This is an optimization exercise on Yosys and OpenROAD, whose aim is small area and a short achievable clock period, not a production implementation.
RTL that was checked went through simulation tests only; none was proved equivalent to the original.
The RTL of run 4 was laid out without a check of its function.
Power figures rest on the tool's default switching activity, not on a simulated workload.

==> flow/flow/run.sh <==
#!/bin/bash
set -e
export BUFFER_PORTS_ARGS="-buffer_cell sky130_fd_sc_hd__buf_1"
bash standard.sh > standard.log 2>&1
==> flow/design.v <==
package doodlePkg;
	localparam logic [1:0] StMenu = 2'd0;
	localparam logic [1:0] StPlay = 2'd1;
	localparam logic [1:0] StPause = 2'd2;
	localparam logic [1:0] StOver = 2'd3;
	localparam logic [2:0] KcNone = 3'd0;
	localparam logic [2:0] KcLeftA = 3'd1;  
	localparam logic [2:0] KcLeftB = 3'd2;  
	localparam logic [2:0] KcRightA = 3'd3;  
	localparam logic [2:0] KcRightB = 3'd4;  
	localparam logic [2:0] KcStart = 3'd5;  
	localparam logic [2:0] KcPause = 3'd6;  
	localparam logic [7:0] SlotEasy = 8'd57;  
	localparam logic [7:0] SlotNormal = 8'd82;  
	localparam logic [7:0] SlotHard = 8'd107;  
endpackage
module keyDecoder
(
	input logic [7:0] keycode,
	input logic [2:0] lastKc,
	output logic [2:0] kc,  
	output logic leftKey,  
	output logic rightKey,
	output logic leftPress,  
	output logic rightPress,
	output logic startPress,
	output logic pausePress
);
	logic mLa, mLb, mRa, mRb, mS, mP;
	assign mLa = (keycode == 8'd4);
	assign mLb = (keycode == 8'd80);
	assign mRa = (keycode == 8'd7);
	assign mRb = (keycode == 8'd79);
	assign mS = (keycode == 8'd40);
	assign mP = (keycode == 8'd19);
	assign kc[0] = mLa | mRa | mS;
	assign kc[1] = mLb | mRa | mP;
	assign kc[2] = mRb | mS | mP;
	assign leftKey = mLa | mLb;
	assign rightKey = mRa | mRb;
	assign leftPress = (mLa & (lastKc != doodlePkg::KcLeftA)) | (mLb & (lastKc != doodlePkg::KcLeftB));
	assign rightPress = (mRa & (lastKc != doodlePkg::KcRightA)) | (mRb & (lastKc != doodlePkg::KcRightB));
	assign startPress = mS & (lastKc != doodlePkg::KcStart);
	assign pausePress = mP & (lastKc != doodlePkg::KcPause);
endmodule
module gameStateCtrl
(
	input logic [1:0] state,
	input logic [1:0] difficulty,
	input logic leftPress,
	input logic rightPress,
	input logic startPress,
	input logic pausePress,
	input logic floorHit,
	output logic [1:0] stateNext,
	output logic [1:0] difficultyNext
);
	always_comb
	begin
		stateNext = state;
		difficultyNext = difficulty;
		case (state)
			doodlePkg::StMenu:
			begin
				if (startPress)
					stateNext = doodlePkg::StPlay;
				if (rightPress)
					difficultyNext = (difficulty == 2'd0) ? 2'd1 : (difficulty == 2'd1) ? 2'd2 : 2'd0;
				else if (leftPress)
					difficultyNext = (difficulty == 2'd0) ? 2'd2 : (difficulty == 2'd2) ? 2'd1 : 2'd0;
			end
			doodlePkg::StPlay:
			begin
				if (floorHit)
					stateNext = doodlePkg::StOver;
				else if (pausePress)
					stateNext = doodlePkg::StPause;
			end
			doodlePkg::StPause:
			begin
				if (pausePress)
					stateNext = doodlePkg::StPlay;
			end
			default:
			begin
				if (startPress)
					stateNext = doodlePkg::StMenu;
			end
		endcase
	end
endmodule
module bitEq6
(
	input logic [5:0] a,
	input logic [5:0] b,
	output logic [5:0] eq
);
	assign eq = ~(a ^ b);
endmodule
module nand3Cell
(
	input logic a,
	input logic b,
	input logic c,
	output logic y
);
	assign y = ~(a & b & c);
endmodule
module nor3Cell
(
	input logic a,
	input logic b,
	input logic c,
	output logic y
);
	assign y = ~(a | b | c);
endmodule
module aoi22Cell
(
	input logic a,
	input logic b,
	input logic c,
	input logic d,
	output logic y
);
	assign y = ~((a & b) | (c & d));
endmodule
module nand2bCell
(
	input logic a,
	input logic bn,
	output logic y
);
	assign y = ~(a & ~bn);
endmodule
module gNand2 (input logic a, input logic b, output logic y); assign y = ~(a & b); endmodule
module gNor2 (input logic a, input logic b, output logic y); assign y = ~(a | b); endmodule
module gOai21 (input logic a1, input logic a2, input logic b1, output logic y); assign y = ~((a1 | a2) & b1); endmodule
module gAoi21 (input logic a1, input logic a2, input logic b1, output logic y); assign y = ~((a1 & a2) | b1); endmodule
module gAoi31 (input logic a1, input logic a2, input logic a3, input logic b1, output logic y); assign y = ~((a1 & a2 & a3) | b1); endmodule
module ltTree8
(
	input logic [7:0] a,
	input logic [7:0] nb,
	input logic c1,
	input logic c0,
	output logic lt
);
	logic [7:0] gn, pn;
	logic [3:0] g2, p2;
	logic [1:0] g4n, p4n;
	logic g8, p8;
	genvar i;
	generate
		for (i = 0; i < 8; i++)
		begin : gL0
			gNand2 cg (.a(a[i]), .b(nb[i]), .y(gn[i]));
			gNor2 cp (.a(a[i]), .b(nb[i]), .y(pn[i]));
		end
		for (i = 0; i < 4; i++)
		begin : gL1
			gOai21 cg (.a1(pn[2*i+1]), .a2(gn[2*i]), .b1(gn[2*i+1]), .y(g2[i]));
			gNor2 cp (.a(pn[2*i+1]), .b(pn[2*i]), .y(p2[i]));
		end
		for (i = 0; i < 2; i++)
		begin : gL2
			gAoi21 cg (.a1(p2[2*i+1]), .a2(g2[2*i]), .b1(g2[2*i+1]), .y(g4n[i]));
			gNand2 cp (.a(p2[2*i+1]), .b(p2[2*i]), .y(p4n[i]));
		end
	endgenerate
	gOai21 cg8 (.a1(p4n[1]), .a2(g4n[0]), .b1(g4n[1]), .y(g8));
	gNor2 cp8 (.a(p4n[1]), .b(p4n[0]), .y(p8));
	gAoi31 cOut (.a1(p8), .a2(c1), .a3(c0), .b1(g8), .y(lt));
endmodule
module hitCombine
(
	input logic nY,
	input logic hiOk,
	input logic nmNeg,
	input logic loFail,
	output logic hit
);
	assign hit = ~nY & hiOk & ~(nmNeg & loFail);
endmodule
module ge3
(
	input logic [2:0] a,
	input logic [2:0] nb,
	output logic ge
);
	logic c1, c2;
	assign c1 = a[0] | nb[0];
	assign c2 = (a[1] & nb[1]) | ((a[1] | nb[1]) & c1);
	assign ge = (a[2] & nb[2]) | ((a[2] | nb[2]) & c2);
endmodule
module le3
(
	input logic [2:0] a,
	input logic [2:0] nb,
	output logic le
);
	logic c1, c2;
	assign c1 = a[0] & nb[0];
	assign c2 = (a[1] & nb[1]) | ((a[1] | nb[1]) & c1);
	assign le = ~((a[2] & nb[2]) | ((a[2] | nb[2]) & c2));
endmodule
module objHit
(
	input logic [20:0] obj,  
	input logic [5:0] aH,  
	input logic [5:0] aH1,  
	input logic [2:0] naL,  
	input logic nmNeg,  
	input logic [7:0] nm,  
	input logic [7:0] nn,  
	output logic hit
);
	logic [9:0] ox, oy;
	logic [5:0] xa, xb;
	logic nA1, nA2, nB1, nB2, off, eqA, eqB, geL, leL, nY, loFail, hiOk;
	assign ox = obj[20:11];
	assign oy = obj[10:1];
	bitEq6 cXa (.a(oy[8:3]), .b(aH), .eq(xa));
	bitEq6 cXb (.a(oy[8:3]), .b(aH1), .eq(xb));
	nand3Cell cA1 (.a(xa[0]), .b(xa[1]), .c(xa[2]), .y(nA1));
	nand3Cell cA2 (.a(xa[3]), .b(xa[4]), .c(xa[5]), .y(nA2));
	nand3Cell cB1 (.a(xb[0]), .b(xb[1]), .c(xb[2]), .y(nB1));
	nand3Cell cB2 (.a(xb[3]), .b(xb[4]), .c(xb[5]), .y(nB2));
	nand2bCell cOff (.a(obj[0]), .bn(oy[9]), .y(off));  
	nor3Cell cEqA (.a(nA1), .b(nA2), .c(off), .y(eqA));
	nor3Cell cEqB (.a(nB1), .b(nB2), .c(off), .y(eqB));
	ge3 cGeL (.a(oy[2:0]), .nb(naL), .ge(geL));
	le3 cLeL (.a(oy[2:0]), .nb(naL), .le(leL));
	aoi22Cell cY (.a(eqA), .b(geL), .c(eqB), .d(leL), .y(nY));
	ltTree8 cLo (.a(ox[9:2]), .nb(nm), .c1(ox[1]), .c0(1'b1), .lt(loFail));
	ltTree8 cHi (.a(ox[9:2]), .nb(nn), .c1(ox[1]), .c0(ox[0]), .lt(hiOk));
	hitCombine cHit (.nY(nY), .hiOk(hiOk), .nmNeg(nmNeg), .loFail(loFail), .hit(hit));
endmodule
module hitDetector
(
	input logic [7:0] xk,  
	input logic [8:0] yA,  
	input logic [167:0] platforms,  
	input logic [41:0] springs,
	output logic [7:0] platHit,
	output logic [1:0] springHit
);
	logic [5:0] aH, aH1;
	logic [2:0] aL;
	assign aL = yA[2:0];
	assign aH = yA[8:3];
	genvar k;
	generate
		for (k = 0; k < 6; k++)
		begin : gInc
			if (k == 0)
			begin : gB0
				assign aH1[0] = ~aH[0];
			end
			else
			begin : gBk
				assign aH1[k] = aH[k] ^ (&aH[k-1:0]);
			end
		end
	endgenerate
	logic [8:0] pM, sM;
	logic [7:0] pN, sN;
	assign pM = {1'b0, xk} - 9'd14;
	assign pN = xk + 8'd14;
	assign sM = {1'b0, xk} - 9'd10;
	assign sN = xk + 8'd10;
	genvar i;
	generate
		for (i = 0; i < 8; i++)
		begin : gPlat
			objHit test (.obj(platforms[i*21 +: 21]), .aH(aH), .aH1(aH1), .naL(~aL),
				.nmNeg(~pM[8]), .nm(~pM[7:0]), .nn(~pN), .hit(platHit[i]));
		end
		for (i = 0; i < 2; i++)
		begin : gSpring
			objHit test (.obj(springs[i*21 +: 21]), .aH(aH), .aH1(aH1), .naL(~aL),
				.nmNeg(~sM[8]), .nm(~sM[7:0]), .nn(~sN), .hit(springHit[i]));
		end
	endgenerate
endmodule
module motionNewY
(
	input logic [8:0] y,
	input logic [5:0] sp,
	output logic [8:0] newY
);
	logic [9:0] c;
	assign c[0] = 1'b0;
	genvar i;
	generate
		for (i = 0; i < 9; i++)
		begin : gBit
			logic b;
			assign b = sp[(i < 5) ? i : 5];
			assign newY[i] = y[i] ^ b ^ c[i];
			assign c[i+1] = (y[i] & b) | (y[i] & c[i]) | (b & c[i]);
		end
	endgenerate
endmodule
module motionExcess
(
	input logic [8:0] newY,
	output logic below,
	output logic [7:0] excess
);
	assign below = (newY < 9'd268);
	assign excess = 8'd12 - newY[7:0];  
endmodule
module motionX
(
	input logic [7:0] xk,
	input logic [1:0] difficulty,
	input logic leftKey,
	input logic rightKey,
	input logic toSlot,
	input logic steer,
	output logic [7:0] xkNext
);
	logic [7:0] tog, slot;
	logic upAll, dnAll, wrapLo, wrapHi, goLeft, goRight;
	logic [7:0] ones, zeros;
	assign goLeft = steer & leftKey;
	assign goRight = steer & ~leftKey & rightKey;
	always_comb
	begin
		ones[0] = 1'b1;
		zeros[0] = 1'b1;
		for (int i = 1; i < 8; i++)
		begin
			ones[i] = ones[i-1] & xk[i-1];
			zeros[i] = zeros[i-1] & ~xk[i-1];
		end
	end
	assign wrapLo = goLeft & (xk == 8'd0);
	assign wrapHi = goRight & (xk == 8'd159);
	assign tog = ({8{goRight}} & ones) | ({8{goLeft}} & zeros);
	always_comb
	begin
		case (difficulty)
			2'd0: slot = doodlePkg::SlotEasy;
			2'd1: slot = doodlePkg::SlotNormal;
			default: slot = doodlePkg::SlotHard;
		endcase
	end
	assign xkNext = toSlot ? slot : wrapLo ? 8'd159 : wrapHi ? 8'd0 : xk ^ tog;
endmodule
module motionFall
(
	input logic [5:0] sp,
	input logic gravStep,
	output logic [5:0] fallSpeed
);
	assign fallSpeed = (gravStep & (sp[5] | (sp < 6'd12))) ? sp + 6'd1 : sp;
endmodule
module doodleMotion
(
	input logic [1:0] state,
	input logic [1:0] difficulty,
	input logic leftKey,
	input logic rightKey,
	input logic platAny,
	input logic springAny,
	input logic [7:0] xk,  
	input logic [8:0] y,  
	input logic [5:0] sp,  
	input logic [1:0] gravCnt,
	input logic prevMenu,  
	output logic [7:0] xkNext,
	output logic [8:0] yNext,
	output logic [5:0] spNext,
	output logic [7:0] scrollNext,
	output logic clearScore,  
	output logic [1:0] gravCntNext,
	output logic floorHit
);
	logic menu, play, enterPlay, move, falling, onFloor, gravStep, below, rising, doScroll;
	logic bounce, landed;
	logic [8:0] newY;
	logic [7:0] excess;
	logic [5:0] fallSpeed;
	assign menu = (state == doodlePkg::StMenu);
	assign play = (state == doodlePkg::StPlay);
	assign enterPlay = play & prevMenu;
	assign move = play & ~prevMenu;  
	assign falling = ~sp[5];
	assign onFloor = (y >= 9'd475);  
	assign gravStep = (gravCnt == 2'd2);
	motionNewY addY (.y(y), .sp(sp), .newY(newY));
	motionExcess ex (.newY(newY), .below(below), .excess(excess));
	motionFall fall (.sp(sp), .gravStep(gravStep), .fallSpeed(fallSpeed));
	assign rising = sp[5] & below;  
	assign bounce = falling & onFloor;  
	assign landed = falling & (springAny | platAny | onFloor);
	assign floorHit = move & falling & ~springAny & ~platAny & onFloor;
	assign doScroll = move & ~landed & rising;
	motionX mx (.xk(xk), .difficulty(difficulty), .leftKey(leftKey), .rightKey(rightKey),
		.toSlot(menu), .steer(move & ~floorHit), .xkNext(xkNext));
	assign clearScore = menu | enterPlay;
	assign scrollNext = doScroll ? excess : 8'd0;
	always_comb
	begin
		yNext = y;
		spNext = sp;
		if (menu)
		begin
			if (bounce)
				spNext = 6'd52;  
			else
			begin
				yNext = newY;
				spNext = fallSpeed;
			end
		end
		else if (enterPlay)
		begin
			yNext = 9'd128;  
			spNext = '0;
		end
		else if (move)
		begin
			if (falling & springAny)
				spNext = 6'd44;  
			else if (falling & platAny)
				spNext = 6'd52;  
			else if (~(falling & onFloor))
			begin
				spNext = fallSpeed;
				yNext = rising ? 9'd268 : newY;  
			end
		end
	end
	assign gravCntNext = enterPlay ? 2'd0 : (menu | play) ? (gravStep ? 2'd0 : gravCnt + 2'd1) : gravCnt;
endmodule
module doodleGame
(
	input logic Reset,  
	input logic frame_clk,  
	input logic [7:0] keycode,
	input logic [167:0] platforms,  
	input logic [41:0] springs,  
	output logic [19:0] sprite,  
	output logic [9:0] speed,
	output logic [9:0] scroll,
	output logic [19:0] score,
	output logic [1:0] state,
	output logic [1:0] difficulty,
	output logic [7:0] platHit
);
	logic [2:0] lastKc, kc;
	logic [7:0] xk, xkNext;
	logic [8:0] ya, yNext;  
	logic [5:0] sp, spNext;
	logic [7:0] scroll8, scrollNext;
	logic [19:0] scoreBase;  
	logic clearScore;
	logic [1:0] gravCnt, gravCntNext, stateNext, difficultyNext;
	logic prevMenu;
	logic leftKey, rightKey, leftPress, rightPress, startPress, pausePress;
	logic floorHit;
	logic [1:0] springHit;
	keyDecoder keys
	(
		.keycode(keycode),
		.lastKc(lastKc),
		.kc(kc),
		.leftKey(leftKey),
		.rightKey(rightKey),
		.leftPress(leftPress),
		.rightPress(rightPress),
		.startPress(startPress),
		.pausePress(pausePress)
	);
	gameStateCtrl control
	(
		.state(state),
		.difficulty(difficulty),
		.leftPress(leftPress),
		.rightPress(rightPress),
		.startPress(startPress),
		.pausePress(pausePress),
		.floorHit(floorHit),
		.stateNext(stateNext),
		.difficultyNext(difficultyNext)
	);
	hitDetector detect
	(
		.xk(xk),
		.yA(ya),
		.platforms(platforms),
		.springs(springs),
		.platHit(platHit),
		.springHit(springHit)
	);
	doodleMotion motion
	(
		.state(state),
		.difficulty(difficulty),
		.leftKey(leftKey),
		.rightKey(rightKey),
		.platAny(|platHit),
		.springAny(|springHit),
		.xk(xk),
		.y(ya),
		.sp(sp),
		.gravCnt(gravCnt),
		.prevMenu(prevMenu),
		.xkNext(xkNext),
		.yNext(yNext),
		.spNext(spNext),
		.scrollNext(scrollNext),
		.clearScore(clearScore),
		.gravCntNext(gravCntNext),
		.floorHit(floorHit)
	);
	localparam logic [1:0] DiffRst = 2'd1;
	localparam logic [8:0] YaRst = 9'd128;  
	logic [1:0] diffQ;
	logic [7:0] xkQ;
	logic [8:0] yaQ;
	logic notPrevMenu;
	assign difficulty = diffQ ^ DiffRst;
	assign xk = xkQ ^ doodlePkg::SlotNormal;
	assign ya = yaQ ^ YaRst;
	assign prevMenu = ~notPrevMenu;
	always_ff @(posedge Reset or posedge frame_clk)
	begin
		if (frame_clk)
		begin
			lastKc <= doodlePkg::KcNone;
			state <= doodlePkg::StMenu;
			diffQ <= '0;
			xkQ <= '0;
			yaQ <= '0;
			sp <= '0;
			scroll8 <= '0;
			scoreBase <= '0;
			gravCnt <= '0;
			notPrevMenu <= 1'b0;
		end
		else
		begin
			lastKc <= kc;
			state <= stateNext;
			diffQ <= difficultyNext ^ DiffRst;
			xkQ <= xkNext ^ doodlePkg::SlotNormal;
			yaQ <= yNext ^ YaRst;
			sp <= spNext;
			scroll8 <= scrollNext;
			scoreBase <= clearScore ? 20'd0 : score;
			gravCnt <= gravCntNext;
			notPrevMenu <= (state != doodlePkg::StMenu);
		end
	end
	scoreAdd addScore (.base(scoreBase), .step(scroll8), .score(score));
	logic [8:0] yOut;
	ySub28 outY (.ya(ya), .y(yOut));
	assign sprite = {xk, 2'b10, 1'b0, yOut};
	assign speed = {{4{sp[5]}}, sp};
	assign scroll = {2'b00, scroll8};
endmodule
module scoreAdd
(
	input logic [19:0] base,
	input logic [7:0] step,
	output logic [19:0] score
);
	logic [8:0] low;
	logic [11:0] carry;
	assign low = {1'b0, base[7:0]} + {1'b0, step};
	assign carry[0] = low[8];
	genvar k;
	generate
		for (k = 1; k < 12; k++)
		begin : gCarry
			assign carry[k] = low[8] & (&base[8+k-1:8]);
		end
	endgenerate
	assign score = {base[19:8] ^ carry, low[7:0]};
endmodule
module ySub28
(
	input logic [8:0] ya,
	output logic [8:0] y
);
	assign y = ya - 9'd28;
endmodule
==> flow/standard.sh <==
#!/bin/bash
# synth_recipe.tcl (not shown) runs the flow's synth.tcl, then flattens the netlist and writes it again
# the make line also repeats each setting of config.mk as NAME=value (left out here)
make -C /OpenROAD-flow-scripts/flow DESIGN_CONFIG=/design/flow/config.mk WORK_HOME=/design/flow/orfs CLKGATE_MAP_FILE= SYNTH_SCRIPT=/design/flow/synth_recipe.tcl "${@:-finish}"
==> flow/config.mk <==
export PLATFORM = sky130hd
export DESIGN_NAME = doodleGame
export DESIGN_NICKNAME = doodleGame
export VERILOG_FILES = /design/flow/design.v
export SDC_FILE = /design/flow/constraint.sdc
export NUM_CORES = 4
export LEC_CHECK = 0
export CAP_MARGIN = 20
export CORE_MARGIN = 2
export CORE_UTILIZATION = 40
export CTS_BUF_LIST = sky130_fd_sc_hd__clkbuf_4 sky130_fd_sc_hd__clkbuf_8
export SETUP_SLACK_MARGIN = 5
export SLEW_MARGIN = 20
export SYNTH_HIERARCHICAL = 1
export SYNTH_MINIMUM_KEEP_SIZE = 0
==> flow/constraint.sdc <==
create_clock -name core_clock -period 10.0 [get_ports {Reset}]
set_input_delay 2.0000 -clock core_clock [delete_from_list [all_inputs] [get_ports {Reset}]]
set_output_delay 2.0000 -clock core_clock [all_outputs]
set_load 0.01 [all_outputs]
==> results.cfg, run 1 <==
[status]
outcome = complete, no violations

[power_and_ir_drop]
total_power_mw = 3.55
p_per_area_nw_per_um2 = 268
power_leakage_nw = 5.21
vdd.ir_drop.worst_uv = 189

[route]
drcViolationCount = 0
routed_wl_mm = 36.1
route.detailed.vias_per_inst = 5.52
ant_nets = 0
initialDrtViolationCount = 981
vias = 11710
firstDrtPassIters = 5
wl_per_cell_um = 17.0

[global_route]
antenna_violations_before_repair = 1
globalRouteTotalUtil_pct = 25.4
first_global_vias = 10469
grt_overflow_total = 0
grt_pass1_wl_mm = 54.2
grt_start_max_net_pins = 62

[floorplanning]
floorplan.die.width_um = 163
start_util_pct = 40.4
rows = 58
core-area_um2 = 25000
io_pins = 292
die_area_um2 = 26600
die_y_um = 163

[yosys]
synth_top_area_share_pct = 15.1
mappedNetlistArea_um2 = 10100
synth.most_common_cell = sky130_fd_sc_hd__nor2_1
synth_async_sr_flop_share_pct = 100
synth.cells.most_frequent = sky130_fd_sc_hd__nor2_1 (289), sky130_fd_sc_hd__nand2_1 (234), sky130_fd_sc_hd__xnor2_1 (144)
yosysSeqAreaShare_pct = 15.1
yosysWarningCount = 10
ys_seq_elements = 61
syn-mean-instance-area_um2 = 6.97
synth_enable_flop_cells = 0
synthCells = 1454
synth_ff_type = sky130_fd_sc_hd__dfrtp_1
netlist_top_cells_area = sky130_fd_sc_hd__dfrtp_1 (15%), sky130_fd_sc_hd__xnor2_1 (12%), sky130_fd_sc_hd__nor2_1 (11%)
area_leader_netlist = sky130_fd_sc_hd__dfrtp_1
synth.distinct_cells = 99

[critical_path]
path_max_fanout = 2
worst_setup_path_end_kind = output port
critPathKind = in -> out
cp.required_ns = 8.00
worst-endpoint-arrival_ns = 3.31
start_kind = input pin

[place]
post-place-ws_ns = 4.16
place.port_buffers = 286
cell_area_placed_um2 = 11600
post-place-cells = 2062
routabilityCongestion = 0.918
dp.final_hpwl_mm = 25.8

[worst_hold_path]
timing.hold.worst.class = reg -> reg

[layout]
layout.cells.non_filler = 2120
fraction_of_final_layout_cells_sized_beyond_drive_strength_1_pct = 25.4
area_delta_synth_final_pct = 30.7
finalInstanceArea_um2 = 13200
finalNetCount = 2030

[sta]
totalNegativeSetupSlack_ns = 0
timing.max_slew.rel_slack_pct = 37.0
final-hold-violation-count = 0
timing.clock.skew_ns = 0.0101
final_period_minus_worst_setup_slack_ns = 5.31
rsz0062_at_grt = true
tightestPinTransition_ns = 0.944
final_critical_path_setup_slack_ns = 4.69
min_period_over_period_pct = 53.1
report.final.setup_viol = 0
timing.final.max_slew_violations = 0
timing.fmax_mhz = 188

[clocking]
cts_htree_levels = 3
cts.sink_count = 61
tritoncts = built
cts-buffers-inserted = 9
ctsRootBufferMaster = sky130_fd_sc_hd__clkbuf_8
clkLatencyLatePin_ns = 0.36
worst_setup_hold_path_clk_slew_ns = 0.08
cts_max_path_buffers = 2

[flow_run]
timing.max_cap.violations = 0
[worst max-delay path, stage by stage]
cell	delay, ns
sky130_fd_sc_hd__buf_6	0.10
sky130_fd_sc_hd__xnor2_1	0.22
sky130_fd_sc_hd__nand3_2	0.12
sky130_fd_sc_hd__nor3_4	0.25
sky130_fd_sc_hd__a22oi_2	0.14
sky130_fd_sc_hd__a211oi_2	0.28
sky130_fd_sc_hd__buf_2	0.20
[power by group]
part | total, mW | internal (mW) | switching (mW) | leakage [nW]
logic | 2.92 | 1.18 | 1.74 | 4.32
clock network | 0.227 | 0.116 | 0.111 | 0.0919
registers | 0.396 | 0.297 | 0.0993 | 0.797
[area by class of cell]
class                      count  area [µm²]
antenna                        2        5.00
clock buffer                   9         124
clock inverter                 7        75.1
fill                        2449       11800
inverter                      50         206
multi-input combinational   1315        9000
sequential                    61        1530
tap                          330         413
timing repair buffer         343        1860
timing repair inverter         3        22.5
[flip-flops by register name (all words and copies together), names as in the netlist]
name         flops
scoreBase       20
yaQ              9
scroll8          8
xkQ              8
sp               6
lastKc           3
diffQ            2
gravCnt          2
state            2
notPrevMenu      1
[cell usage in the layout (no fill, tap or decap), types with 9 or more instances in the layout]
cell | Yosys | routed
sky130_fd_sc_hd__nor2_4 | 0 | 23
sky130_fd_sc_hd__buf_6 | 3 | 24
sky130_fd_sc_hd__a22oi_1 | 11 | 11
sky130_fd_sc_hd__a22oi_2 | 20 | 20
sky130_fd_sc_hd__a21oi_2 | 44 | 45
sky130_fd_sc_hd__nor2_1 | 289 | 240
sky130_fd_sc_hd__o21ai_1 | 103 | 92
sky130_fd_sc_hd__dfrtp_1 | 61 | 57
sky130_fd_sc_hd__clkbuf_8 | 0 | 9
sky130_fd_sc_hd__inv_1 | 48 | 41
sky130_fd_sc_hd__xor2_1 | 27 | 23
sky130_fd_sc_hd__o2bb2a_4 | 10 | 10
sky130_fd_sc_hd__nand3_1 | 49 | 42
sky130_fd_sc_hd__xnor2_1 | 144 | 106
sky130_fd_sc_hd__buf_1 | 0 | 188
sky130_fd_sc_hd__clkinvlp_4 | 0 | 11
sky130_fd_sc_hd__xnor2_2 | 0 | 35
sky130_fd_sc_hd__a31oi_1 | 29 | 29
sky130_fd_sc_hd__clkbuf_2 | 0 | 19
sky130_fd_sc_hd__nand2_1 | 234 | 232
sky130_fd_sc_hd__nor3_1 | 9 | 9
sky130_fd_sc_hd__a211oi_2 | 11 | 11
sky130_fd_sc_hd__buf_4 | 19 | 63
sky130_fd_sc_hd__nand2b_1 | 16 | 16
sky130_fd_sc_hd__nor2b_1 | 25 | 25
sky130_fd_sc_hd__o22ai_1 | 22 | 22
sky130_fd_sc_hd__o21ai_0 | 22 | 22
sky130_fd_sc_hd__conb_1 | 12 | 15
sky130_fd_sc_hd__nor2_2 | 0 | 26
sky130_fd_sc_hd__buf_2 | 8 | 42
sky130_fd_sc_hd__ha_1 | 19 | 17
sky130_fd_sc_hd__a21oi_1 | 39 | 38
sky130_fd_sc_hd__nand4_1 | 10 | 10
sky130_fd_sc_hd__o21ai_2 | 2 | 13
sky130_fd_sc_hd__nor3_2 | 21 | 18
[repair_timing]
action | CTS | global route
hold endpoints to repair | 0 | 0
buffers inserted | 13 | 22
hold buffers | 0 | 0
pin swaps | 83 | 83
endpoints found under the setup margin | 40 | 20
gates resized for setup | 141 | 195
gates cloned | 3 | 2
[worst paths after layout]
check / start / end / slack, ns / cells past startpoint
max: platforms[6] / platHit[0] / 4.69 / 7
max reg2reg: sp[0] / yaQ[6] / 5.19 / 14
min in group asynchronous: frame_clk / diffQ[0] / 1.84 / 3
max in group asynchronous: frame_clk / xkQ[3] / 7.58 / 3
min reg2reg: gravCnt[0] / gravCnt[1] / 0.53 / 1
min: gravCnt[0] / gravCnt[1] / 0.53 / 1
[cells by family (layout without fill, tap and decap cells)]
kind of cell / count (synthesis) / count (layout) / synth area share [%]
AND/OR/NAND/NOR: 714 / 714 / 33.0
AO/OA/AOI/OAI: 382 / 382 / 28.1
XOR/XNOR: 172 / 174 / 15.0
buffers and inverters: 83 / 412 / 4.10
flip-flops: 61 / 61 / 15.1
adder cells (fa/ha/maj): 27 / 27 / 3.93
other: 12 / 17 / 0.445
multiplexers: 3 / 3 / 0.358
[per-module statistics from Yosys (local to each module, per instance), excerpt]
module	copies in the design	cells
doodleGame	1	117
doodleMotion	1	104
scoreAdd	1	72
motionX	1	59
keyDecoder	1	35
motionNewY	1	9
motionFall	1	18
gameStateCtrl	1	19
ySub28	1	13
bitEq6	20	6
le3	10	3
gAoi21	40	1
gAoi31	20	1
nand2bCell	10	1
objHit	10	1
[layer usage]
layer	global-route usage (%)	wire (µm)	part of all wire (%)	vias up
li1	-	-	-	5707
met1	34.0	15400	43	5453
met2	42.2	17100	47	481
met3	3.81	2640	7.3	69
met4	7.72	962	2.7	0
met5	0	0	0	-
[metrics by stage]
| stage | utilization (%) | hold slack, ns |
|---|---|---|
| after CTS | 49.3 | 0.533 |
| after global routing | 52.9 | 0.565 |
| final | 52.9 | 0.527 |
| after floorplan | - | 0.495 |
| after detailed placement | 46.3 | 0.512 |
| after global placement | 46.2 | 0.502 |
==> run 2: changes to the inputs <==
==> flow/flow/run.sh (replaced) <==
#!/bin/bash
set -e
export BUFFER_PORTS_ARGS="-buffer_cell sky130_fd_sc_hd__buf_1"
export RECOVER_POWER=100
bash standard.sh > standard.log 2>&1
--- a/flow/config.mk
+++ b/flow/config.mk
@@ -9,7 +9,7 @@
 export CORE_MARGIN = 2
 export CORE_UTILIZATION = 40
 export CTS_BUF_LIST = sky130_fd_sc_hd__clkbuf_4 sky130_fd_sc_hd__clkbuf_8
-export SETUP_SLACK_MARGIN = 5
+export SETUP_SLACK_MARGIN = 4.5
 export SLEW_MARGIN = 20
 export SYNTH_HIERARCHICAL = 1
 export SYNTH_MINIMUM_KEEP_SIZE = 0
==> results.cfg, run 2 <==
[power_and_ir_drop]
cell_internal_pwr_mw = 1.45
power_leakage_nw = 4.38
power_frac_seq_pct = 12.0
comb_power_share_pct = 80.2
power_switching_share_pct = 54.7
vdd.ir_drop.worst_uv = 158
power.share.clock_pct = 7.8
power.switching_mw = 1.74
p_per_area_nw_per_um2 = 270

[clocking]
clkLatencyLatePin_ns = 0.35
worst_setup_hold_path_clk_slew_ns = 0.07
cts.sink_count = 61
cts_htree_levels = 3
ctsRootBufferMaster = sky130_fd_sc_hd__clkbuf_8
cts_hold_buffers = 0
cts-buffers-inserted = 9
cts_max_path_buffers = 2
tritoncts = built

[floorplanning]
io_pins = 292
start_util_pct = 40.4
rows = 58
core-area_um2 = 25000
die_y_um = 163
floorplan.die.width_um = 163
die_area_um2 = 26600

[route]
vias = 11282
drcViolationCount = 0
ant_nets = 0
met2_length_mm = 15.5
firstDrtPassIters = 7
route.detailed.vias_per_inst = 5.41
top_layer_used = met4
met3RoutedLength_mm = 2.43
wl_per_cell_um = 16.3
routed_wl_mm = 33.9
wl_met1_mm = 15.4
initialDrtViolationCount = 782

[global_route]
globalRouteTotalUtil_pct = 24.8
first_global_vias = 10329
grt_overflow_total = 0
antenna_violations_before_repair = 0
grt_start_max_net_pins = 62
grt_pass1_wl_mm = 53.3

[place]
post-place-cells = 2063
place.port_buffers = 286
dp.final_hpwl_mm = 25.9
cell_area_placed_um2 = 11600
routabilityCongestion = 0.879

[layout]
regMostFlops = scoreBase
layout.cells.most_common_list = sky130_fd_sc_hd__nor2_1 (289), sky130_fd_sc_hd__buf_1 (286), sky130_fd_sc_hd__nand2_1 (234)
layout.cells.non_filler = 2085
multi_input_logic_area_um2 = 8180
finalNetCount = 1995
area_delta_synth_final_pct = 16.4
layout.area.seq_um2 = 1530
finalInstanceArea_um2 = 11800
biggestRegsByFlops = scoreBase x20, yaQ x9
mostFrequentLayoutCell = sky130_fd_sc_hd__nor2_1
largest_reg_flops = 20
fraction_of_final_layout_cells_sized_beyond_drive_strength_1_pct = 10.3
final.fill_count = 2600

[yosys]
synth_simple_gate_area_share_pct = 33.0
synth-compound-area-share_pct = 28.1
yosysSeqAreaShare_pct = 15.1
syn-mean-instance-area_um2 = 6.97
muxShareOfSynthArea_pct = 0.358
synth.cells.most_frequent = sky130_fd_sc_hd__nor2_1 (289), sky130_fd_sc_hd__nand2_1 (234), sky130_fd_sc_hd__xnor2_1 (144)
yosysWarningCount = 10
post_synth_xor_area_fraction_pct = 15.0
yosys.area_share.adder_pct = 3.93
synthCells = 1454
area_leader_netlist = sky130_fd_sc_hd__dfrtp_1
synth_async_sr_flop_share_pct = 100
synth.distinct_cells = 99
netlist_top_cells_area = sky130_fd_sc_hd__dfrtp_1 (15%), sky130_fd_sc_hd__xnor2_1 (12%), sky130_fd_sc_hd__nor2_1 (11%)
synth.most_common_cell = sky130_fd_sc_hd__nor2_1
mappedNetlistArea_um2 = 10100
ys_seq_elements = 61
largest_family_of_logic_cells_by_synthesized_area = simple AND/OR/NAND/NOR gates
synth_ff_type = sky130_fd_sc_hd__dfrtp_1
synth_top_area_share_pct = 15.1
synth_enable_flop_cells = 0

[sta]
final_period_minus_worst_setup_slack_ns = 7.22
timing.fmax_mhz = 139
report.final.setup_viol = 0
final-hold-violation-count = 0
timing.final.max_slew_violations = 115
min_period_over_period_pct = 72.2
timing.clock.skew_ns = 0.0115
totalNegativeSetupSlack_ns = 0
tightestPinTransition_ns = 3.48
timing.max_slew.rel_slack_pct = -132
rsz0062_at_grt = false

[critical_path]
ff2ff_setup_slack_ns = 2.94
worst_path_dominant_cell_family = buffers and inverters
r2r_cells = 24
cp_common_cell = sky130_fd_sc_hd__inv_1
worst-path-buf-inv = 5
crit-reg2reg-capture = xkQ[1]
start_kind = flip-flop
series_of_cell_instances_along_the_critical_path = inv_1 -> clkbuf_1 -> inv_1 -> ha_4 -> nand2b_1 -> nand4_1 -> xor2_4 -> nor2_1 -> nor2_1 -> a21oi_2 -> o21ai_1 -> a31oi_1 -> inv_1 -> a211oi_1 -> buf_1
worst_setup_path_end_kind = output port
critPathKind = reg -> out
startpoint = xkQ[1]
last_element_of_the_critical_path = platHit[2]
crit-reg2reg-launch = xkQ[1]
worst-path-stages = 15
slowest_stage = sky130_fd_sc_hd__clkbuf_1
cp.required_ns = 8.00
worst-endpoint-arrival_ns = 5.22
critical-path-max-stage-delay_ns = 1.67
path_max_fanout = 52

[status]
violatedChecks = max-capacitance violations, max-slew violations
outcome = complete, but fails checks

[worst_hold_path]
timing.hold.worst.class = reg -> reg

[flow_run]
timing.max_cap.violations = 3
run 2: worst min-delay path by stage:
stage / start / slack [ns] / depth (start not counted) / end
finish: gravCnt[1] / 0.54 / 1 / gravCnt[1]
global route: gravCnt[1] / 0.57 / 1 / gravCnt[1]
CTS: gravCnt[1] / 0.54 / 1 / gravCnt[1]
detailed placement: gravCnt[0] / 0.52 / 1 / gravCnt[1]
global placement: gravCnt[0] / 0.50 / 1 / gravCnt[1]
floorplan: gravCnt[1] / 0.49 / 1 / gravCnt[1]
run 2: metrics by stage:
| stage | hold WS, ns | util, % | setup WS [ns] | total power, mW |
|---|---|---|---|---|
| 2_1_floorplan | 0.495 | - | 4.86 | 2.30 |
| 3_3_place_gp | 0.503 | 46.2 | 4.59 | 2.87 |
| 4_1_cts | 0.541 | 47.3 | 4.48 | 3.19 |
| 5_1_grt | 0.568 | 47.1 | 2.32 | 3.50 |
| 3_5_place_dp | 0.521 | 46.3 | 4.53 | 2.91 |
| 6_report | 0.537 | 47.1 | 2.78 | 3.19 |
run 2: worst reg2reg max path, delay by kind of cell (launching register included):
family | cells | cell delay (ns)
AND/OR/NAND/NOR | 9 | 2.02
buffers and inverters | 6 | 2.47
AO/OA/AOI/OAI | 7 | 1.47
XOR/XNOR | 1 | 0.31
flip-flops | 1 | 0.36
adder cells (fa/ha/maj) | 1 | 0.33
run 2: cell families (layout without fill, tap and decap cells):
group / after synthesis / count (layout)
simple gates: 714 / 714
compound gates: 382 / 382
xor+xnor: 172 / 172
buf+inv: 83 / 379
flops: 61 / 61
fa+ha+maj: 27 / 27
other cells: 12 / 17
mux: 3 / 3
run 2: repair_timing:
action / in CTS / in global routing
buffers inserted: 0 / 3
gates resized for setup: 7 / 9
setup endpoints to repair: 8 / 10
gates cloned: 1 / 0
run 2: final cells by class:
type / count / share of cell area [%]
multi-input cells: 1313 / 69.3
flip-flops and latches: 61 / 12.9
repair buffers: 312 / 10.6
well taps: 330 / 3.50
inverters: 50 / 1.66
clock buffers: 10 / 1.11
clock inverters: 6 / 0.732
repair inverters: 1 / 0.0637
diodes: 2 / 0.0424
run 2: power by group through the flow:
stage / Clock (mW) / Combinational, mW / Sequential, mW
finish: 0.249 / 2.56 / 0.382
global route: 0.266 / 2.85 / 0.394
CTS: 0.256 / 2.55 / 0.381
detailed placement: 0 / 2.52 / 0.384
global placement: 0 / 2.48 / 0.384
floorplan: 0 / 1.88 / 0.418
run 2: Yosys stat by module, one instance, submodules excluded, excerpt:
module        cell area (µm²)  cells inside  flops+latches  copies in the design
motionNewY                176             9              0                     1
motionExcess              138            22              0                     1
ySub28                    109            13              0                     1
bitEq6                   52.6             6              0                    20
hitCombine               16.3             2              0                    10
nor3Cell                 10.0             1              0                    20
gOai21                   5.00             1              0                   100
nand3Cell                5.00             1              0                    40
gNand2                   3.75             1              0                   200
run 2: layer usage:
layer / track usage (%) / up-vias
li1: - / 5638
met1: 33.4 / 5241
met2: 40.7 / 354
met3: 4.65 / 49
met4: 6.76 / 0
met5: 0 / -
==> run 3: changes to the inputs <==
==> flow/flow/run.sh (replaced) <==
#!/bin/bash
set -e
export BUFFER_PORTS_ARGS="-buffer_cell sky130_fd_sc_hd__buf_1"
bash standard.sh > standard.log 2>&1
==> results.cfg, run 3 <==
[layout]
biggestRegsByFlops = scoreBase x20, yaQ x9
fraction_of_final_layout_cells_sized_beyond_drive_strength_1_pct = 11.6
largest_reg_flops = 20
finalNetCount = 1995
postLayoutCoreUtil_pct = 47.6
layout.cells.most_common_list = sky130_fd_sc_hd__nor2_1 (289), sky130_fd_sc_hd__buf_1 (286), sky130_fd_sc_hd__nand2_1 (234)
area_delta_synth_final_pct = 17.8
regMostFlops = scoreBase
mostFrequentLayoutCell = sky130_fd_sc_hd__nor2_1

[route]
initialDrtViolationCount = 724
vias = 11268
wl_per_cell_um = 16.3
routed_wl_mm = 33.9
firstDrtPassIters = 5
drcViolationCount = 0
route.detailed.vias_per_inst = 5.40
ant_nets = 0

[critical_path]
series_of_cell_instances_along_the_critical_path = buf_1 -> nor2_1 -> nor2_1 -> a21oi_2 -> o21ai_1 -> a31oi_1 -> inv_1 -> a211oi_2 -> buf_1
path_max_fanout = 4
start_kind = input pin
worst-path-buf-inv = 3
worst_path_dominant_cell_family = compound AO/OA/AOI/OAI gates
ff2ff_setup_slack_ns = 5.16
critPathKind = in -> out
slowest_stage = sky130_fd_sc_hd__a211oi_2
r2r_cells = 14
crit-reg2reg-launch = yaQ[0]
worst_setup_path_end_kind = output port
cp.required_ns = 8.00
worst-endpoint-arrival_ns = 3.32
crit-reg2reg-capture = yaQ[6]
critical-path-max-stage-delay_ns = 0.32

[worst_hold_path]
min-delay-start = gravCnt[1]
min_to = gravCnt[1]
timing.hold.worst.class = reg -> reg
hold_path_cell_cnt = 1

[yosys]
synth_enable_flop_cells = 0
synth.distinct_cells = 99
synth_ff_type = sky130_fd_sc_hd__dfrtp_1
syn-mean-instance-area_um2 = 6.97
mappedNetlistArea_um2 = 10100
synth_top_area_share_pct = 15.1
ys_seq_elements = 61
synthCells = 1454
synth.cells.most_frequent = sky130_fd_sc_hd__nor2_1 (289), sky130_fd_sc_hd__nand2_1 (234), sky130_fd_sc_hd__xnor2_1 (144)
netlist_top_cells_area = sky130_fd_sc_hd__dfrtp_1 (15%), sky130_fd_sc_hd__xnor2_1 (12%), sky130_fd_sc_hd__nor2_1 (11%)
synth.most_common_cell = sky130_fd_sc_hd__nor2_1
yosysSeqAreaShare_pct = 15.1
area_leader_netlist = sky130_fd_sc_hd__dfrtp_1
yosysWarningCount = 10
synth_async_sr_flop_share_pct = 100

[sta]
report.final.setup_viol = 0
final_period_minus_worst_setup_slack_ns = 5.32
final-hold-violation-count = 0
rsz0062_at_grt = false
timing.max_slew.rel_slack_pct = 41.9
timing.final.max_slew_violations = 0
timing.fmax_mhz = 188
tightestPinTransition_ns = 0.867
min_period_over_period_pct = 53.2
timing.hold.ws_ns = 0.537
timing.clock.skew_ns = 0.0101
totalNegativeSetupSlack_ns = 0

[clocking]
cts_htree_levels = 3
worst_setup_hold_path_clk_slew_ns = 0.07
cts.sink_count = 61
ctsRootBufferMaster = sky130_fd_sc_hd__clkbuf_8
clkLatencyLatePin_ns = 0.35
cts_max_path_buffers = 2
cts-buffers-inserted = 9
tritoncts = built

[status]
outcome = complete, no violations

[floorplanning]
die_y_um = 163
io_pins = 292
start_util_pct = 40.4
rows = 58
core-area_um2 = 25000
floorplan.die.width_um = 163
die_area_um2 = 26600

[global_route]
globalRouteTotalUtil_pct = 24.8
grt_overflow_total = 0
grt_pass1_wl_mm = 53.3
antenna_violations_before_repair = 0
grt_start_max_net_pins = 62
first_global_vias = 10329

[power_and_ir_drop]
p_per_area_nw_per_um2 = 270
vdd.ir_drop.worst_uv = 158
power_leakage_nw = 4.42
total_power_mw = 3.22

[flow_run]
timing.max_cap.violations = 0

[place]
dp.final_hpwl_mm = 25.9
routabilityCongestion = 0.879
place.port_buffers = 286
-- run 3: cell counts after synthesis --
Identical to the previous run, type by type.
-- run 3: worst max-delay path by stage --
stage / from / end / depth (start not counted)
6_report: platforms[142] / platHit[6] / 9
5_1_grt: yaQ[3] / platHit[0] / 12
4_1_cts: xkQ[1] / platHit[2] / 15
3_5_place_dp: xkQ[1] / platHit[2] / 12
3_3_place_gp: xkQ[1] / platHit[7] / 15
2_1_floorplan: xkQ[1] / platHit[3] / 10
-- run 3: cell families (layout without fill, tap and decap cells) --
kind of cell / after synthesis / count (layout) / synth area share (%)
and+or+nand+nor: 714 / 714 / 33.0
AOI/OAI and AO/OA: 382 / 382 / 28.1
xor gates and xnor gates: 172 / 172 / 15.0
buffers and inverters: 83 / 379 / 4.10
DFF: 61 / 61 / 15.1
adders and majority gates: 27 / 27 / 3.93
other: 12 / 17 / 0.445
muxes: 3 / 3 / 0.358
-- run 3: Yosys stat by module, one instance, submodules excluded, excerpt --
| module | flops+latches | area (µm²) | cells |
|---|---|---|---|
| doodleGame | 61 | 1860 | 117 |
| scoreAdd | 0 | 567 | 72 |
| motionX | 0 | 443 | 59 |
| keyDecoder | 0 | 239 | 35 |
| motionExcess | 0 | 138 | 22 |
| le3 | 0 | 38.8 | 3 |
| ge3 | 0 | 22.5 | 4 |
| hitCombine | 0 | 16.3 | 2 |
| nor3Cell | 0 | 10.0 | 1 |
| gAoi31 | 0 | 6.26 | 1 |
| gOai21 | 0 | 5.00 | 1 |
| nand3Cell | 0 | 5.00 | 1 |
| gNor2 | 0 | 3.75 | 1 |
-- run 3: power breakdown --
part | switching [mW] | internal, mW
logic | 1.57 | 1.01
clock network | 0.106 | 0.143
registers | 0.0867 | 0.296
-- run 3: layout make-up --
cell class,count,area [µm²]
clock buffer,10,131
sequential,61,1530
antenna,2,5.00
timing repair inverter,1,7.51
inverter,50,195
clock inverter,6,86.3
multi-input combinational,1313,8280
fill,2581,13100
tap,330,413
timing repair buffer,312,1280
-- run 3: repair_timing --
item	CTS	global route
pin swaps	0	0
gates cloned	1	0
setup buffers	0	3
hold endpoints to repair	0	0
setup endpoints to repair	8	10
resized for setup	7	9
hold buffers	0	0
-- run 3: metal layers --
layer  part of all wire [%]  global-route usage [%]
met1                     45                    33.4
met3                    6.7                    4.65
met2                     46                    40.7
met5                      0                       0
met4                    1.9                    6.76
-- run 3: metrics by stage --
step           area (µm²)  worst slack, ns  std cells
2_1_floorplan       10100             4.86       1457
3_3_place_gp        11600             4.59       2063
3_5_place_dp        11600             4.53       2063
4_1_cts             11800             4.48       2080
5_1_grt             11900             4.49       2083
6_report            11900             4.68       2085
-- run 3: worst reg2reg max path: stages (launching register included) --
cell	delay [ns]
sky130_fd_sc_hd__dfrtp_1	0.47
sky130_fd_sc_hd__ha_1	0.25
sky130_fd_sc_hd__fa_1	0.38
sky130_fd_sc_hd__fa_1	0.39
sky130_fd_sc_hd__fa_1	0.39
sky130_fd_sc_hd__fa_1	0.39
sky130_fd_sc_hd__fa_1	0.40
sky130_fd_sc_hd__fa_1	0.40
sky130_fd_sc_hd__fa_1	0.54
sky130_fd_sc_hd__nand3b_1	0.21
sky130_fd_sc_hd__nand2_1	0.10
sky130_fd_sc_hd__nand2_1	0.11
sky130_fd_sc_hd__nand3_1	0.22
sky130_fd_sc_hd__o21ai_0	0.11
sky130_fd_sc_hd__a221o_1	0.39
==> run 4: changes to the inputs <==
--- a/flow/design.v
+++ b/flow/design.v
@@ -115,15 +115,15 @@
 );
 	assign y = ~(a | b | c);
 endmodule
-module aoi22Cell
+module yCombine
 (
 	input logic a,
 	input logic b,
 	input logic c,
-	input logic d,
+	input logic dn,
 	output logic y
 );
-	assign y = ~((a & b) | (c & d));
+	assign y = ~((a & b) | (c & ~dn));
 endmodule
 module nand2bCell
 (
@@ -172,15 +172,50 @@
 	gNor2 cp8 (.a(p4n[1]), .b(p4n[0]), .y(p8));
 	gAoi31 cOut (.a1(p8), .a2(c1), .a3(c0), .b1(g8), .y(lt));
 endmodule
+module gAo31 (input logic a1, input logic a2, input logic a3, input logic b1, output logic y); assign y = (a1 & a2 & a3) | b1; endmodule
+module geTree8
+(
+	input logic [7:0] a,
+	input logic [7:0] nb,
+	input logic c1,
+	input logic c0,
+	output logic ge
+);
+	logic [7:0] gn, pn;
+	logic [3:0] g2, p2;
+	logic [1:0] g4n, p4n;
+	logic g8, p8;
+	genvar i;
+	generate
+		for (i = 0; i < 8; i++)
+		begin : gL0
+			gNand2 cg (.a(a[i]), .b(nb[i]), .y(gn[i]));
+			gNor2 cp (.a(a[i]), .b(nb[i]), .y(pn[i]));
+		end
+		for (i = 0; i < 4; i++)
+		begin : gL1
+			gOai21 cg (.a1(pn[2*i+1]), .a2(gn[2*i]), .b1(gn[2*i+1]), .y(g2[i]));
+			gNor2 cp (.a(pn[2*i+1]), .b(pn[2*i]), .y(p2[i]));
+		end
+		for (i = 0; i < 2; i++)
+		begin : gL2
+			gAoi21 cg (.a1(p2[2*i+1]), .a2(g2[2*i]), .b1(g2[2*i+1]), .y(g4n[i]));
+			gNand2 cp (.a(p2[2*i+1]), .b(p2[2*i]), .y(p4n[i]));
+		end
+	endgenerate
+	gOai21 cg8 (.a1(p4n[1]), .a2(g4n[0]), .b1(g4n[1]), .y(g8));
+	gNor2 cp8 (.a(p4n[1]), .b(p4n[0]), .y(p8));
+	gAo31 cOut (.a1(p8), .a2(c1), .a3(c0), .b1(g8), .y(ge));
+endmodule
 module hitCombine
 (
 	input logic nY,
-	input logic hiOk,
+	input logic hiFail,
 	input logic nmNeg,
 	input logic loFail,
 	output logic hit
 );
-	assign hit = ~nY & hiOk & ~(nmNeg & loFail);
+	assign hit = ~((nmNeg & loFail) | nY | hiFail);
 endmodule
 module ge3
 (
@@ -193,16 +228,16 @@
 	assign c2 = (a[1] & nb[1]) | ((a[1] | nb[1]) & c1);
 	assign ge = (a[2] & nb[2]) | ((a[2] | nb[2]) & c2);
 endmodule
-module le3
+module gt3
 (
 	input logic [2:0] a,
 	input logic [2:0] nb,
-	output logic le
+	output logic gt
 );
 	logic c1, c2;
 	assign c1 = a[0] & nb[0];
 	assign c2 = (a[1] & nb[1]) | ((a[1] | nb[1]) & c1);
-	assign le = ~((a[2] & nb[2]) | ((a[2] | nb[2]) & c2));
+	assign gt = (a[2] & nb[2]) | ((a[2] | nb[2]) & c2);
 endmodule
 module objHit
 (
@@ -217,7 +252,7 @@
 );
 	logic [9:0] ox, oy;
 	logic [5:0] xa, xb;
-	logic nA1, nA2, nB1, nB2, off, eqA, eqB, geL, leL, nY, loFail, hiOk;
+	logic nA1, nA2, nB1, nB2, off, eqA, eqB, geL, gtL, nY, loFail, hiFail;
 	assign ox = obj[20:11];
 	assign oy = obj[10:1];
 	bitEq6 cXa (.a(oy[8:3]), .b(aH), .eq(xa));
@@ -230,11 +265,11 @@
 	nor3Cell cEqA (.a(nA1), .b(nA2), .c(off), .y(eqA));
 	nor3Cell cEqB (.a(nB1), .b(nB2), .c(off), .y(eqB));
 	ge3 cGeL (.a(oy[2:0]), .nb(naL), .ge(geL));
-	le3 cLeL (.a(oy[2:0]), .nb(naL), .le(leL));
-	aoi22Cell cY (.a(eqA), .b(geL), .c(eqB), .d(leL), .y(nY));
+	gt3 cGtL (.a(oy[2:0]), .nb(naL), .gt(gtL));
+	yCombine cY (.a(eqA), .b(geL), .c(eqB), .dn(gtL), .y(nY));
 	ltTree8 cLo (.a(ox[9:2]), .nb(nm), .c1(ox[1]), .c0(1'b1), .lt(loFail));
-	ltTree8 cHi (.a(ox[9:2]), .nb(nn), .c1(ox[1]), .c0(ox[0]), .lt(hiOk));
-	hitCombine cHit (.nY(nY), .hiOk(hiOk), .nmNeg(nmNeg), .loFail(loFail), .hit(hit));
+	geTree8 cHi (.a(ox[9:2]), .nb(nn), .c1(ox[1]), .c0(ox[0]), .ge(hiFail));
+	hitCombine cHit (.nY(nY), .hiFail(hiFail), .nmNeg(nmNeg), .loFail(loFail), .hit(hit));
 endmodule
 module hitDetector
 (
@@ -321,24 +356,31 @@
 	input logic steer,
 	output logic [7:0] xkNext
 );
-	logic [7:0] tog, slot;
-	logic upAll, dnAll, wrapLo, wrapHi, goLeft, goRight;
-	logic [7:0] ones, zeros;
+	logic [8:0] ones, zeros;
+	logic [7:0] tog, slot, kill;
+	logic goLeft, goRight, wrapLo, wrapHi;
 	assign goLeft = steer & leftKey;
 	assign goRight = steer & ~leftKey & rightKey;
-	always_comb
-	begin
-		ones[0] = 1'b1;
-		zeros[0] = 1'b1;
-		for (int i = 1; i < 8; i++)
-		begin
-			ones[i] = ones[i-1] & xk[i-1];
-			zeros[i] = zeros[i-1] & ~xk[i-1];
+	genvar i;
+	generate
+		for (i = 0; i <= 8; i++)
+		begin : gRun
+			if (i == 0)
+			begin : gZ
+				assign ones[0] = 1'b1;
+				assign zeros[0] = 1'b1;
+			end
+			else
+			begin : gN
+				assign ones[i] = &xk[i-1:0];
+				assign zeros[i] = ~|xk[i-1:0];
+			end
 		end
-	end
-	assign wrapLo = goLeft & (xk == 8'd0);
+	endgenerate
+	assign tog = ({8{goRight}} & ones[7:0]) | ({8{goLeft}} & zeros[7:0]);
+	assign wrapLo = goLeft & zeros[8];
 	assign wrapHi = goRight & (xk == 8'd159);
-	assign tog = ({8{goRight}} & ones) | ({8{goLeft}} & zeros);
+	assign kill = {wrapHi, wrapLo, wrapLo | wrapHi, 5'd0};
 	always_comb
 	begin
 		case (difficulty)
@@ -347,7 +389,7 @@
 			default: slot = doodlePkg::SlotHard;
 		endcase
 	end
-	assign xkNext = toSlot ? slot : wrapLo ? 8'd159 : wrapHi ? 8'd0 : xk ^ tog;
+	assign xkNext = toSlot ? slot : ((xk ^ tog) & ~kill);
 endmodule
 module motionFall
 (
==> results.cfg, run 4 <==
[status]
outcome = complete, no violations

[critical_path]
worst_setup_path_end_kind = output port
start_kind = input pin
ff2ff_setup_slack_ns = 5.14
worst-endpoint-arrival_ns = 3.29
cp.required_ns = 8.00
cp_common_cell = sky130_fd_sc_hd__buf_1
path_max_fanout = 2
crit-reg2reg-launch = xkQ[2]
worst-path-buf-inv = 2
crit-reg2reg-capture = xkQ[6]
worst_path_dominant_cell_family = compound AO/OA/AOI/OAI gates
slowest_stage = sky130_fd_sc_hd__a211oi_2
critical-path-max-stage-delay_ns = 0.31
r2r_cells = 19
series_of_cell_instances_along_the_critical_path = buf_1 -> xnor2_1 -> nand3_1 -> nor3_2 -> a22oi_2 -> a211oi_2 -> buf_1
critPathKind = in -> out

[yosys]
synth.most_common_cell = sky130_fd_sc_hd__nor2_1
synth_ff_type = sky130_fd_sc_hd__dfrtp_1
yosysSeqAreaShare_pct = 15.3
synth-compound-area-share_pct = 26.4
ys_seq_elements = 61
synth_async_sr_flop_share_pct = 100
yosysWarningCount = 10
synth_enable_flop_cells = 0
synth.cells.most_frequent = sky130_fd_sc_hd__nor2_1 (290), sky130_fd_sc_hd__nand2_1 (243), sky130_fd_sc_hd__xnor2_1 (144)
post_synth_xor_area_fraction_pct = 15.5
synth_simple_gate_area_share_pct = 33.6
yosys.area_share.adder_pct = 4.00
netlist_top_cells_area = sky130_fd_sc_hd__dfrtp_1 (15%), sky130_fd_sc_hd__xnor2_1 (13%), sky130_fd_sc_hd__nor2_1 (11%)
muxShareOfSynthArea_pct = 0.717
syn-mean-instance-area_um2 = 6.81
synthCells = 1461
area_leader_netlist = sky130_fd_sc_hd__dfrtp_1
synth_top_area_share_pct = 15.3
synth.distinct_cells = 95
mappedNetlistArea_um2 = 9950
largest_family_of_logic_cells_by_synthesized_area = simple AND/OR/NAND/NOR gates

[global_route]
grt_pass1_wl_mm = 53.2
grt_overflow_total = 0
globalRouteTotalUtil_pct = 25.0
first_global_vias = 10373
antenna_violations_before_repair = 5
grt_start_max_net_pins = 62

[layout]
regMostFlops = scoreBase
fraction_of_final_layout_cells_sized_beyond_drive_strength_1_pct = 10.2
area_delta_synth_final_pct = 17.4
final.fill_count = 2616
biggestRegsByFlops = scoreBase x20, yaQ x9
layout.area.seq_um2 = 1530
multi_input_logic_area_um2 = 8060
finalNetCount = 2004
largest_reg_flops = 20
layout.cells.most_common_list = sky130_fd_sc_hd__nor2_1 (290), sky130_fd_sc_hd__buf_1 (286), sky130_fd_sc_hd__nand2_1 (243)
mostFrequentLayoutCell = sky130_fd_sc_hd__nor2_1

[clocking]
cts.sink_count = 61
cts_hold_buffers = 0
ctsRootBufferMaster = sky130_fd_sc_hd__clkbuf_8
cts_htree_levels = 3
worst_setup_hold_path_clk_slew_ns = 0.08
cts-buffers-inserted = 9
tritoncts = built
clkLatencyLatePin_ns = 0.36
cts_max_path_buffers = 2

[floorplanning]
start_util_pct = 40.8
io_pins = 292
floorplan.die.width_um = 162
die_y_um = 162
rows = 57
die_area_um2 = 26200
core-area_um2 = 24400

[route]
wl_met1_mm = 14.9
drcViolationCount = 0
met3RoutedLength_mm = 2.44
top_layer_used = met4
initialDrtViolationCount = 954
firstDrtPassIters = 6
route.detailed.vias_per_inst = 5.40
routed_wl_mm = 33.5
vias = 11283
ant_nets = 0
met2_length_mm = 15.4
wl_per_cell_um = 16.1

[sta]
report.final.setup_viol = 0
timing.max_slew.rel_slack_pct = 37.3
totalNegativeSetupSlack_ns = 0
timing.fmax_mhz = 189
final_period_minus_worst_setup_slack_ns = 5.29
timing.clock.skew_ns = 0.00928
rsz0062_at_grt = false
final-hold-violation-count = 0
tightestPinTransition_ns = 0.935
min_period_over_period_pct = 52.9
timing.final.max_slew_violations = 0

[place]
routabilityCongestion = 0.857
dp.final_hpwl_mm = 25.8
place.port_buffers = 286

[power_and_ir_drop]
vdd.ir_drop.worst_uv = 176
total_power_mw = 3.11
power_leakage_nw = 4.43
p_per_area_nw_per_um2 = 266

[worst_hold_path]
hold_path_cell_cnt = 1
timing.hold.worst.class = reg -> reg
min-delay-start = gravCnt[0]
min_to = gravCnt[1]

[flow_run]
timing.max_cap.violations = 0
## run 4: area by class of cell
cell class,instances,share of cell area (%)
clock inverter,4,0.407
timing repair inverter,1,0.0643
antenna,4,0.0857
tap,324,3.47
inverter,52,1.74
timing repair buffer,312,10.9
sequential,61,13.1
multi-input combinational,1320,69.0
clock buffer,11,1.30
## run 4: report_power, final
part / switching, mW / internal (mW) / leakage, nW / total, mW
combinational: 1.51 / 0.969 / 3.53 / 2.48
clock: 0.104 / 0.126 / 0.101 / 0.230
sequential: 0.0977 / 0.295 / 0.802 / 0.393
total: 1.72 / 1.39 / 4.43 / 3.11
## run 4: per-layer routing
metal  GRT usage (%)  vias up
li1                -     5660
met1            33.3     5197
met5               0        -
met3            5.06       52
met2            41.5      374
met4            6.84        0
## run 4: modules after synthesis (local to each module, per instance), a selection
module        cell area, µm²  flip-flops and latches  cells  times used
bitEq6                  52.6                       0      6          20
gOai21                  5.00                       0      1         100
objHit                  3.75                       0      1          10
motionFall               138                       0     18           1
doodleMotion             727                       0    104           1
gt3                     22.5                       0      4          10
hitCombine              12.5                       0      1          10
gAoi21                  8.76                       0      1          40
gNor2                   3.75                       0      1         260
motionExcess             138                       0     22           1
nand2bCell              6.26                       0      1          10
motionX                  407                       0     56           1
## run 4: worst max path at each step
stage                  start          to  slack [ns]  cells after the start
2_1_floorplan         xkQ[1]  platHit[3]        4.83                     10
4_1_cts               yaQ[3]  platHit[2]        4.53                     11
3_5_place_dp          xkQ[2]      xkQ[6]        4.65                     19
5_1_grt               yaQ[3]  platHit[2]        4.53                     12
6_report       platforms[51]  platHit[2]        4.71                      7
3_3_place_gp          xkQ[2]      xkQ[6]        4.71                     19
## run 4: cells by family after synthesis
| logic type | count (synthesis) |
|---|---|
| adders and majority gates | 27 |
| muxes | 6 |
| xor gates and xnor gates | 174 |
| other | 12 |
| and+or+nand+nor | 721 |
| buffers and inverters | 83 |
| AOI/OAI and AO/OA | 377 |
| DFF | 61 |
## run 4: per-stage QoR
step | cell area, µm² | utilization (%) | std cells | setup slack, ns | hold slack, ns
6_report | 11700 | 47.9 | 2089 | 4.71 | 0.524
5_1_grt | 11700 | 47.9 | 2086 | 4.53 | 0.554
4_1_cts | 11600 | 47.5 | 2079 | 4.53 | 0.525
3_5_place_dp | 11400 | 46.7 | 2064 | 4.65 | 0.518
3_3_place_gp | 11400 | 46.7 | 2064 | 4.71 | 0.503
2_1_floorplan | 9960 | - | 1464 | 4.83 | 0.495
## run 4: repair_timing
item	in CTS	in global routing
endpoints found under the setup margin	8	11
endpoints found under the hold margin	0	0
buffers inserted	0	5
cloned	0	1
resized for setup	2	6
## run 4: worst register-to-register path, stage by stage (launching register included)
cell and delay [ns]:
sky130_fd_sc_hd__dfrtp_1 0.65, sky130_fd_sc_hd__inv_1 0.18, sky130_fd_sc_hd__ha_4 0.50, sky130_fd_sc_hd__clkinvlp_4 0.36, sky130_fd_sc_hd__nor2_1 0.18, sky130_fd_sc_hd__nor2_1 0.09
sky130_fd_sc_hd__a21oi_2 0.15, sky130_fd_sc_hd__o21ai_1 0.08, sky130_fd_sc_hd__a31oi_1 0.17, sky130_fd_sc_hd__a211oi_2 0.11, sky130_fd_sc_hd__nor4_1 0.48, sky130_fd_sc_hd__nand2_1 0.28
sky130_fd_sc_hd__o21ba_2 0.33, sky130_fd_sc_hd__o21ai_2 0.21, sky130_fd_sc_hd__inv_1 0.15, sky130_fd_sc_hd__nor2b_1 0.21, sky130_fd_sc_hd__and3_1 0.26, sky130_fd_sc_hd__o21a_1 0.19
sky130_fd_sc_hd__o21ai_1 0.13, sky130_fd_sc_hd__inv_1 0.05

## what the ideal ports hide
How much do the figures lean on ideal ports? The routed layouts below were timed once more, with nothing changed but the port constraints.
Step 1: set_driving_cell puts a clkbuf_16 on Reset and a buf_2 on each other input, an assumption about the parent block.
Step 2 moves the port delays by t, midway between the first and last clock arrival at a register: inputs arrive t later, outputs are due t later. That takes back most of the time a late clock gives input paths.
Slacks: ideal ports / drivers / drivers and shift; pairs: ideal ports / drivers.
| run | shift t [ns] | slack for setup (ns) | latest minus earliest clock arrival (ns) | worst register clock-pin slew, ns |
|---|---|---|---|---|
| run 1 | 0.388 | 4.693 / 4.660 / 4.660 | 0.010 / 0.010 | 0.08 / 0.08 |
| run 2 | 0.377 | 2.784 / 2.752 / 2.943 | 0.011 / 0.011 | 0.08 / 0.08 |
| run 3 | 0.378 | 4.682 / 4.644 / 4.644 | 0.010 / 0.010 | 0.07 / 0.07 |
| run 4 | 0.384 | 4.708 / 4.660 / 4.660 | 0.009 / 0.010 | 0.08 / 0.08 |
The setup slack of run 4, which loses most, moves by -0.048 ns with the drivers and by -0.048 ns with both steps.
